What follows belongs to an exercise in optimizing a design on an open flow for small area, a short achievable clock period and few clock cycles per item; a production flow would make more cautious choices. Only simulation tests tie the RTL to the original design; equivalence was not proved. Power is estimated from default activity; no workload was simulated.

<file path="flow/config.mk">
export PLATFORM = sky130hd
export DESIGN_NAME = scalar_kalman_filter
export DESIGN_NICKNAME = scalar_kalman_filter
export VERILOG_FILES = /design/flow/design.v
export SDC_FILE = /design/flow/constraint.sdc
export NUM_CORES = 4
export LEC_CHECK = 0
export CAP_MARGIN = 20
export CORE_MARGIN = 2
export CORE_UTILIZATION = 60
export CTS_BUF_LIST = sky130_fd_sc_hd__clkbuf_4 sky130_fd_sc_hd__clkbuf_8
export CTS_CLUSTER_SIZE = 30
export SETUP_SLACK_MARGIN = 5
export SLEW_MARGIN = 20
</file>
<file path="flow/constraint.sdc">
create_clock -name core_clock -period 12.0 [get_ports {clock}]
set_input_delay 2.4000 -clock core_clock [delete_from_list [all_inputs] [get_ports {clock}]]
set_output_delay 2.4000 -clock core_clock [all_outputs]
set_load 0.01 [all_outputs]
</file>
<file path="flow/design.v">
`default_nettype none
package scf_pkg;
   localparam int CHANNELS    = 2;
   localparam int CHAN_W      = 1;
   localparam int STORE_IDX_W = (CHANNELS > 1) ? $clog2(CHANNELS) : 1;
   localparam int EST_W  = 40;    
   localparam int NOISE_W = 32;   
   localparam int COV_W  = 33;    
   localparam int PMID_W = 34;    
   localparam int DEN_W  = 35;
   localparam int REM_W  = 36;
   localparam int QUO_W  = 33;    
   localparam int DIFF_W = 41;
   localparam int PROD_W = 65;
   localparam int ACC_W  = 42;
   localparam int DELTA_W = 43;
   localparam int CSR_IDX_W  = 2;
   localparam int CSR_DATA_W = 32;
   localparam logic [CSR_IDX_W-1:0] CSR_PROCESS_NOISE     = 2'd0;
   localparam logic [CSR_IDX_W-1:0] CSR_MEASUREMENT_NOISE = 2'd1;
   localparam logic [NOISE_W-1:0] PROCESS_NOISE_RESET     = 32'd4294967;
   localparam logic [NOISE_W-1:0] MEASUREMENT_NOISE_RESET = 32'd214748365;
   localparam logic [QUO_W-1:0] GAIN_ONE = 33'h1_0000_0000;
endpackage
`default_nettype wire
`default_nettype none
module scalar_kalman_filter
(
   input  wire logic                   clock,
   input  wire logic                   reset,
   input  wire logic                   req_tvalid,
   output logic                        req_tready,
   input  wire logic [scf_pkg::EST_W-1:0]       req_tdata,    
   input  wire logic [scf_pkg::CHAN_W-1:0]      req_tuser,    
   output logic                        rsp_tvalid,
   input  wire logic                   rsp_tready,
   output logic [scf_pkg::EST_W-1:0]            rsp_tdata,    
   output logic [scf_pkg::CHAN_W-1:0]           rsp_tuser,    
   input  wire logic                   csr_valid,
   output logic                        csr_ready,
   input  wire logic [scf_pkg::CSR_IDX_W-1:0]   csr_index,
   input  wire logic [scf_pkg::CSR_DATA_W-1:0]  csr_data
);
   localparam logic [1:0] E_IDLE = 2'd0, E_DIV = 2'd2, E_FIN = 2'd3;
   localparam logic [1:0] X_IDLE = 2'd0, X_MUL = 2'd1, X_SAT = 2'd2;
   function automatic logic [143:0] csa(input logic [71:0] a, input logic [71:0] b,
                                        input logic [71:0] c);
      logic [71:0] s, cy;
      s  = a ^ b ^ c;
      cy = (a & b) | (a & c) | (b & c);
      csa = {cy[70:0], 1'b0, s};
   endfunction
   logic [39:0] x0_ff, x1_ff;            
   logic [32:0] p0_ff, p1_ff;            
   logic [32:0] g0_ff, g1_ff;            
   logic        conv0_ff, conv1_ff;      
   logic [31:0] q_ff, r_ff;
   logic        h_valid_ff, h_ch_ff, h_gdone_ff;
   logic [39:0] h_z_ff;
   logic        xd_go_ff;                
   logic [1:0]  e_state_ff;
   logic [2:0]  e_cnt_ff;
   logic        e_rz_ff;                 
   logic [33:0] den_ff;
   logic [35:0] den3_ff;
   logic [33:0] rem_ff;
   logic [64:0] acc_ff;
   logic [3:0]  chunk_ff;
   logic        e_pmnz_ff;               
   logic [32:0] pold_ff;                 
   logic        chk_ff;                  
   logic        chk_ch_ff;
   logic        e_ch_ff;                 
   logic [1:0]  x_state_ff;
   logic [1:0]  m_cnt_ff;
   logic        xch_ff;
   logic [40:0] d_ff;
   logic [31:0] mg_ff;
   logic        mprev_ff;
   logic        mtop_ff;
   logic [43:0] macc_ff;
   logic        rsp_valid_ff;
   logic        rsp_ch_ff;
   assign csr_ready  = 1'b1;
   assign rsp_tvalid = rsp_valid_ff;
   assign rsp_tdata  = rsp_ch_ff ? x1_ff : x0_ff;
   assign rsp_tuser  = rsp_ch_ff;
   assign req_tready = ~h_valid_ff | xd_go_ff;
   logic accept, xd, s_done, e_start, e_fin, e_abort, e_last, e_gnext, g_bypass;
   logic h_valid_n, h_ch_n, h_gdone_n;
   logic conv0_n, conv1_n, gready, gready_n;
   logic [1:0] x_state_n;
   logic rsp_valid_n;
   logic csr_noise;
   logic [32:0] p_sel, p_new;
   logic conv_new;
   assign accept    = req_tvalid & req_tready;
   assign xd        = xd_go_ff;
   assign s_done    = (x_state_ff == X_SAT) & (~rsp_valid_ff | rsp_tready);
   assign gready    = h_gdone_ff | (h_ch_ff ? conv1_ff : conv0_ff);
   assign e_start   = ((e_state_ff == E_IDLE) | ((e_state_ff == E_FIN) & (h_ch_ff != e_ch_ff))) &
                      h_valid_ff & ~gready;
   assign e_abort   = (e_state_ff == E_DIV) & (e_cnt_ff == 3'd0) & gready;
   assign e_last    = (e_state_ff == E_DIV) & ~e_abort & (e_rz_ff | (e_cnt_ff == 3'd7));
   assign e_gnext   = (e_state_ff == E_DIV) & ~e_abort & (e_rz_ff | (e_cnt_ff == 3'd6));
   assign g_bypass  = (e_state_ff == E_DIV) & ~e_rz_ff & (e_cnt_ff == 3'd7);
   assign e_fin     = (e_state_ff == E_FIN);
   assign csr_noise = csr_valid & (csr_index == scf_pkg::CSR_PROCESS_NOISE ||
                                   csr_index == scf_pkg::CSR_MEASUREMENT_NOISE);
   assign p_sel     = h_ch_ff ? p1_ff : p0_ff;
   always_comb begin
      h_valid_n = accept ? 1'b1 : (xd ? 1'b0 : h_valid_ff);
      h_ch_n    = accept ? req_tuser[0] : h_ch_ff;
      h_gdone_n = accept ? 1'b0 : (e_gnext ? 1'b1 : h_gdone_ff);
      conv0_n   = conv0_ff;
      conv1_n   = conv1_ff;
      if (chk_ff) begin
         if (chk_ch_ff) conv1_n = conv_new;
         else           conv0_n = conv_new;
      end
      if (csr_noise) begin
         conv0_n = 1'b0;
         conv1_n = 1'b0;
      end
      gready_n = h_gdone_n | (h_ch_n ? conv1_n : conv0_n);
      x_state_n = x_state_ff;
      case (x_state_ff)
         X_IDLE:  if (xd) x_state_n = X_MUL;
         X_MUL:   if (m_cnt_ff == 2'd3) x_state_n = X_SAT;
         default: if (s_done) x_state_n = xd ? X_MUL : X_IDLE;
      endcase
      rsp_valid_n = s_done ? 1'b1 : (rsp_tready ? 1'b0 : rsp_valid_ff);
   end
   logic [143:0] c3a, c3c, c3d;
   logic [33:0]  pm_in, den_in;
   logic [35:0]  den3_in;
   assign c3a = csa({39'd0, p_sel}, {40'd0, q_ff}, {40'd0, r_ff});
   assign c3c = csa(c3a[71:0], c3a[143:72], {c3a[70:0], 1'b0});
   assign c3d = csa(c3c[71:0], c3c[143:72], {c3a[142:72], 1'b0});
   assign den3_in = c3d[35:0] + c3d[107:72];
   assign pm_in   = {1'b0, p_sel} + {2'b00, q_ff};
   assign den_in  = c3a[33:0] + c3a[105:72];
   function automatic logic [35:0] div_step(input logic [33:0] rem,
                                             input logic [33:0] den,
                                             input logic [35:0] den3);
      logic [35:0] t;
      logic [36:0] t1, t2, t3;
      logic [1:0]  j;
      logic [33:0] rn;
      t  = {rem, 2'b00};
      t1 = {1'b0, t} - {3'b000, den};
      t2 = {1'b0, t} - {2'b00, den, 1'b0};
      t3 = {1'b0, t} - {1'b0, den3};
      if (!t3[36]) begin
         j = 2'd3; rn = t3[33:0];
      end else if (!t2[36]) begin
         j = 2'd2; rn = t2[33:0];
      end else if (!t1[36]) begin
         j = 2'd1; rn = t1[33:0];
      end else begin
         j = 2'd0; rn = t[33:0];
      end
      div_step = {j, rn};
   endfunction
   logic [35:0] st1, st2;
   logic [3:0]  chunk_new;
   assign st1       = div_step(rem_ff, den_ff, den3_ff);
   assign st2       = div_step(st1[33:0], den_ff, den3_ff);
   assign chunk_new = {st1[35:34], st2[35:34]};
   logic [143:0] ha, hb, hc, hd;
   logic [71:0]  hr0, hr1, hr2, hr3, hrem;
   logic [64:0]  acc_next;
   assign hr0  = chunk_ff[0] ? {40'd0, r_ff}       : 72'd0;
   assign hr1  = chunk_ff[1] ? {39'd0, r_ff, 1'b0} : 72'd0;
   assign hr2  = chunk_ff[2] ? {38'd0, r_ff, 2'b0} : 72'd0;
   assign hr3  = chunk_ff[3] ? {37'd0, r_ff, 3'b0} : 72'd0;
   assign hrem = e_fin ? {38'd0, rem_ff} : 72'd0;
   assign ha = csa(hr0, hr1, hr2);
   assign hb = csa(hr3, hrem, {3'd0, acc_ff, 4'b0000});
   assign hc = csa(ha[71:0], ha[143:72], hb[71:0]);
   assign hd = csa(hc[71:0], hc[143:72], hb[143:72]);
   assign acc_next = hd[64:0] + hd[136:72];
   assign p_new    = e_rz_ff ? 33'd0 : acc_next[64:32];
   assign conv_new = ((chk_ch_ff ? p1_ff : p0_ff) == pold_ff);
   logic [39:0] x_sel, x_xch, x_fwd, sat_est;
   assign x_sel = h_ch_ff ? x1_ff : x0_ff;
   assign x_xch = xch_ff ? x1_ff : x0_ff;
   always_comb begin
      if (macc_ff[43:39] == 5'b00000 || macc_ff[43:39] == 5'b11111)
         sat_est = macc_ff[39:0];
      else if (macc_ff[43])
         sat_est = {1'b1, 39'd0};
      else
         sat_est = {1'b0, {39{1'b1}}};
   end
   assign x_fwd = ((x_state_ff == X_SAT) && (xch_ff == h_ch_ff)) ? sat_est : x_sel;
   function automatic logic [51:0] booth_row(input logic [2:0] b, input logic [40:0] d);
      logic one, two;
      logic [51:0] m;
      one = b[1] ^ b[0];
      two = (b[2] & ~b[1] & ~b[0]) | (~b[2] & b[1] & b[0]);
      m   = two ? {{10{d[40]}}, d, 1'b0} : (one ? {{11{d[40]}}, d} : 52'd0);
      booth_row = b[2] ? ~m : m;
   endfunction
   logic [8:0]  mbits;
   logic [51:0] b0, b1, b2, b3;
   logic [71:0] r0, r1, r2, r3, rx, rt, rm;
   logic [143:0] ma, mb, mc, md, me;
   logic [51:0] msum;
   logic        last_pass;
   logic [32:0] g_sel, g_eff;
   assign g_sel     = h_ch_ff ? g1_ff : g0_ff;
   assign g_eff     = g_bypass ? {g_sel[28:0], chunk_new} : g_sel;
   assign mbits     = {mg_ff[7:0], mprev_ff};
   assign last_pass = (m_cnt_ff == 2'd3);
   assign b0 = booth_row(mbits[2:0], d_ff);
   assign b1 = booth_row(mbits[4:2], d_ff);
   assign b2 = booth_row(mbits[6:4], d_ff);
   assign b3 = booth_row(mbits[8:6], d_ff);
   assign r0 = {20'd0, b0};
   assign r1 = {20'd0, b1[49:0], 1'b0, mbits[2]};
   assign r2 = {20'd0, b2[47:0], 1'b0, mbits[4], 2'b00};
   assign r3 = {20'd0, b3[45:0], 1'b0, mbits[6], 4'b0000};
   assign rx = {20'd0, (last_pass ? {{4{x_xch[39]}}, x_xch} : 44'd0), 1'b0, mbits[8], 6'd0};
   assign rt = {20'd0, ((last_pass && mtop_ff) ? {{3{d_ff[40]}}, d_ff} : 44'd0), 8'd0};
   assign rm = {20'd0, {8{macc_ff[43]}}, macc_ff};
   assign ma = csa(r0, r1, r2);
   assign mb = csa(r3, rx, rt);
   assign mc = csa(ma[71:0], ma[143:72], mb[71:0]);
   assign md = csa(mc[71:0], mc[143:72], mb[143:72]);
   assign me = csa(md[71:0], md[143:72], rm);
   assign msum = me[51:0] + me[123:72];
   always_ff @(posedge clock) begin
      if (reset) begin
         x0_ff        <= '0;
         x1_ff        <= '0;
         p0_ff        <= '0;
         p1_ff        <= '0;
         conv0_ff     <= 1'b0;
         conv1_ff     <= 1'b0;
         q_ff         <= scf_pkg::PROCESS_NOISE_RESET;
         r_ff         <= scf_pkg::MEASUREMENT_NOISE_RESET;
         h_valid_ff   <= 1'b0;
         h_gdone_ff   <= 1'b0;
         chk_ff       <= 1'b0;
         xd_go_ff     <= 1'b0;
         e_state_ff   <= E_IDLE;
         x_state_ff   <= X_IDLE;
         rsp_valid_ff <= 1'b0;
      end else begin
         if (csr_valid) begin
            case (csr_index)
               scf_pkg::CSR_PROCESS_NOISE:     q_ff <= csr_data;
               scf_pkg::CSR_MEASUREMENT_NOISE: r_ff <= csr_data;
               default: ;
            endcase
         end
         h_valid_ff   <= h_valid_n;
         h_gdone_ff   <= h_gdone_n;
         conv0_ff     <= conv0_n;
         conv1_ff     <= conv1_n;
         x_state_ff   <= x_state_n;
         rsp_valid_ff <= rsp_valid_n;
         xd_go_ff     <= h_valid_n & gready_n &
                         ((x_state_n == X_IDLE) | ((x_state_n == X_SAT) & ~rsp_valid_n));
         case (e_state_ff)
            E_IDLE: if (e_start) e_state_ff <= E_DIV;
            E_DIV:  if (e_abort) e_state_ff <= E_IDLE;
                    else if (e_last) e_state_ff <= E_FIN;
            default: e_state_ff <= e_start ? E_DIV : E_IDLE;
         endcase
         if (e_fin) begin
            if (e_ch_ff) p1_ff <= p_new;
            else         p0_ff <= p_new;
         end
         chk_ff <= e_fin;
         if (s_done) begin
            if (xch_ff) x1_ff <= sat_est;
            else        x0_ff <= sat_est;
         end
      end
      if (accept) begin
         h_ch_ff <= req_tuser[0];
         h_z_ff  <= req_tdata;
      end
      rem_ff   <= e_start ? pm_in : st2[33:0];
      chunk_ff <= e_start ? 4'h0 : chunk_new;
      acc_ff   <= e_start ? 65'd0 : acc_next;
      e_cnt_ff <= e_start ? 3'd0 : e_cnt_ff + 3'd1;
      if (e_start) begin
         den_ff   <= den_in;
         den3_ff  <= den3_in;
         e_rz_ff  <= (r_ff == 32'd0);
         e_pmnz_ff <= (pm_in != 34'd0);
         e_ch_ff  <= h_ch_ff;
      end
      if (e_state_ff == E_DIV && e_cnt_ff == 3'd0) pold_ff <= e_ch_ff ? p1_ff : p0_ff;
      if (e_state_ff == E_DIV && !e_abort && !e_rz_ff) begin
         if (e_ch_ff) g1_ff <= {((e_cnt_ff == 3'd0) ? 29'd0 : g1_ff[28:0]), chunk_new};
         else         g0_ff <= {((e_cnt_ff == 3'd0) ? 29'd0 : g0_ff[28:0]), chunk_new};
      end
      if (e_state_ff == E_DIV && !e_abort && e_rz_ff) begin
         if (e_ch_ff) g1_ff <= {e_pmnz_ff, 32'd0};
         else         g0_ff <= {e_pmnz_ff, 32'd0};
      end
      if (e_fin) chk_ch_ff <= e_ch_ff;
      mg_ff    <= xd ? g_eff[31:0] : {8'd0, mg_ff[31:8]};
      mprev_ff <= xd ? 1'b0 : mg_ff[7];
      m_cnt_ff <= xd ? 2'd0 : m_cnt_ff + 2'd1;
      if (xd) begin
         d_ff     <= {h_z_ff[39], h_z_ff} - {x_fwd[39], x_fwd};
         mtop_ff  <= g_eff[32] | g_eff[31];
         macc_ff  <= '0;
         xch_ff   <= h_ch_ff;
      end else if (x_state_ff == X_MUL) begin
         macc_ff  <= msum[51:8];
      end
      if (s_done) rsp_ch_ff <= xch_ff;
   end
endmodule
`default_nettype wire
</file>
<file path="flow/run.sh">
#!/bin/bash
# synth_recipe.tcl (not shown) runs the flow's synth.tcl, then flattens the netlist and writes it again
# the make line also repeats each setting of config.mk as NAME=value (left out here)
make -C /OpenROAD-flow-scripts/flow DESIGN_CONFIG=/design/flow/config.mk WORK_HOME=/design/flow/orfs CLKGATE_MAP_FILE= SYNTH_SCRIPT=/design/flow/synth_recipe.tcl finish
</file>
==> impl_metrics.json <==
{
  "status": "finished clean",
  "ys.flop_type": "dfxtp_1",
  "regArea_um2": 15800,
  "core_area_um2": 110000,
  "critPathKind": "reg -> reg",
  "grt_busiest_layer": "met1",
  "nets": 8687,
  "hp-class": "reg -> reg",
  "area_delta_synth_final_pct": 9.82,
  "period_minus_slack_ns": 6.81,
  "ys_top_cells_by_area": "fa_1, dfxtp_1, edfxtp_1",
  "drc": 0,
  "hpwl_um": 164000,
  "grt-ovfl-total": 0,
  "synth_area_um2": 66500,
  "finalPower_w": 0.0225,
  "instances_no_fill": 9316,
  "routabilityCongestion": 0.942,
  "wl_um": 219000,
  "cts.sinks": 659,
  "num_io_pins": 124,
  "synth_top_area_share_pct": 13.3,
  "grt_pass1_vias": 55000,
  "start_util_pct": 60.3,
  "synth_most_common_cell": "inv_1",
  "clock_power_share_pct": 11.0,
  "p_leak_nw": 31.3,
  "cp.required_ns": 12.71,
  "die_w_um": 337,
  "yosysSeqAreaShare_pct": 23.7,
  "vias": 59100,
  "setup_tns_ns": 0,
  "finalMaxSlewViolations": 0,
  "synth_cell_type_count": 103,
  "grt_max_degree": 122,
  "p_sw_share_pct": 51.5,
  "maxSlewHeadroom_pct": 23.9,
  "rsz0062_at_grt": "yes",
  "cp_max_fo": 45,
  "yosysTopAreaCell": "fa_1",
  "slowest_stage": "dfxtp_1",
  "portBuffers": 122,
  "grt_pass1_wl_um": 330000,
  "max_clock_freq_mhz": 147,
  "dieHeight_um": 337,
  "crit_arrival_ns": 7.52,
  "dr.pass1.iters": 9,
  "cpPeakStageDelay_ns": 0.51,
  "synth-async-reset-ratio_pct": 0,
  "met2_usage_pct": 54.1,
  "numCtsBuffers": 117,
  "ys.warnings.count": 1,
  "p_switching_w": 0.0116,
  "skew_ns": 0.0544,
  "combPwrFrac_pct": 74.6,
  "fillers": 9304,
  "postSynthCellCount": 7761,
  "clk_latency_ns": 0.83,
  "ir_drop_uv": 429,
  "avgSynthCellArea_um2": 8.57,
  "ys_top_cells_by_count": "inv_1, nand2_1, a21oi_1",
  "grt_use_total_pct": 37.6,
  "ys_ff_latch": 659,
  "cts_max_level": 3,
  "powerDensity_nw_per_um2": 308,
  "wl_per_cell_um": 23.5,
  "p_int_w": 0.0109,
  "startpoint_type": "register",
  "drv_cap": 0,
  "multi_input_area_um2": 46700,
  "drive_above_1_share_pct": 9.86,
  "hold_viol": 0,
  "grt.met3_usage_pct": 8.02,
  "drt-initial-drc-count": 6426,
  "post-route-period-util_pct": 56.8,
  "cp-end-kind": "register",
  "dieArea_um2": 113000,
  "antenna_found_initial": 9,
  "fp-row-count": 122,
  "post-route-util_pct": 66.2,
  "root_buffer": "clkbuf_8",
  "worst_pin_slew_ns": 1.14,
  "cts_tree": "done",
  "use_met1_pct": 57.1,
  "via_per_inst": 6.35,
  "clkTransAtPathRegs_ns": 0.07,
  "holdWs_ns": 0.432,
  "synth_edf_count": 256,
  "synth_nets": 8730,
  "setup_violations": 0,
  "p_seq_share_pct": 14.5,
  "cts_buffer_depth": 3,
  "postRouteAntennaNets": 0,
  "dp_cells": 8992
}
-- stage by stage --
step                instance area, um^2  setup WS, ns
global placement                  68600          3.60
floorplan                         66500          5.30
CTS                               71800          5.00
global route                      73000          4.87
finish                            73000          5.19
detailed placement                68600          3.50
-- final cells by class --
type,instances,area share [%]
Antenna cell,7,0.0240
Clock buffer,181,3.07
Clock inverter,41,0.670
Inverter,755,3.92
Multi-Input combinational cell,5888,63.9
Sequential cell,659,21.6
Tap cell,1488,2.55
Timing Repair Buffer,297,4.20
-- critical path: cells and delay by family, from the launching register on --
kind | cells | cell delay, ns
DFF | 1 | 0.51
buffers and inverters | 4 | 0.77
AOI/OAI and AO/OA | 19 | 4.01
and+or+nand+nor | 4 | 0.78
adders and majority gates | 2 | 0.61
-- final timing paths --
kind                                  start           to  slack (ns)  cells after the start
worst min-delay path            m_cnt_ff[0]  m_cnt_ff[0]        0.43                      1
worst max register to register    rem_ff[3]   rem_ff[33]        5.19                     29
worst max-delay path              rem_ff[3]   rem_ff[33]        5.19                     29
worst min register to register  m_cnt_ff[0]  m_cnt_ff[0]        0.43                      1
-- routing by layer --
metal  up-vias  share of wire, %
li1      27200                 -
met1     28700                45
met2      2859                41
met3       330                12
met4         0               2.6
met5         -                 0
-- what timing repair did --
item / 4_1_cts / 5_1_grt
pin swaps: 5 / 13
setup buffers: 13 / 76
cloned: 1 / 5
hold buffers: 0 / 0
gates resized for setup: 88 / 102
setup endpoints to repair: 82 / 118
-- power by group through the flow --
stage | combinational, W | clock [W] | sequential, W
after floorplan | 0.0120 | 0 | 0.00301
after detailed placement | 0.0157 | 0 | 0.00328
after global routing | 0.0184 | 0.00259 | 0.00328
final | 0.0168 | 0.00247 | 0.00325
after global placement | 0.0156 | 0 | 0.00328
after CTS | 0.0161 | 0.00249 | 0.00324
-- kinds of logic (layout without fill, tap and decap cells) --
logic type,Yosys count,count (layout),share of synthesized area (%)
buf+inv,1214,1274,6.91
fa+ha+maj,967,967,22.9
compound gates,2165,2165,21.4
other cells,1,8,0.00564
xor+xnor,418,418,5.51
flops,659,659,23.7
mux,315,315,5.40
simple gates,2022,2022,14.2
-- cell usage in the layout (no fill, tap or decap), types with 93 or more instances in the layout --
cell type	Yosys	final
a21o_1	163	163
xor2_1	165	164
nor2_1	542	527
o21ai_0	304	294
fa_1	441	441
a211oi_1	208	205
a21oi_1	686	671
mux2i_1	97	93
dfxtp_1	403	387
o22ai_1	143	143
buf_4	3	130
mux2_2	198	198
clkdlybuf4s50_1	0	121
clkbuf_8	0	142
ha_1	448	445
nor2b_1	155	154
and2_1	167	163
edfxtp_1	256	256
inv_1	753	745
nand2_1	691	687
xnor2_1	253	253
Testbench counts, summed over its fixed seeds: cycles 24,062, items 3,200.

[re-timing with driven ports]
The flow's constraints put no driver on any port. The routed layout listed below was extracted and timed again, unchanged, in two steps. Step 1 sets driving cells, clkbuf_16 on the clock port and buf_2 on the other inputs (assumed; they add their load-dependent delay and slew). Step 2 adds t to the input delays and takes it off the output delays; t is the mean of the earliest and latest rising clock arrival at the registers after step 1. Input paths then give back, and output paths get back, about the clock's delay inside the block. Slacks: no drivers / after step 1 / after step 2; pairs: no drivers / after step 1.
shift t [ns]: 0.883
slack for setup (ns): 5.189 / 5.189 / 5.189
clock arrival spread, ns: 0.055 / 0.055
cell pins on the clock port's net: 1
After both steps setup and hold are still met in this run. For this run, drivers alone change the setup slack by 0.000 ns; drivers and shift together by 0.000 ns.
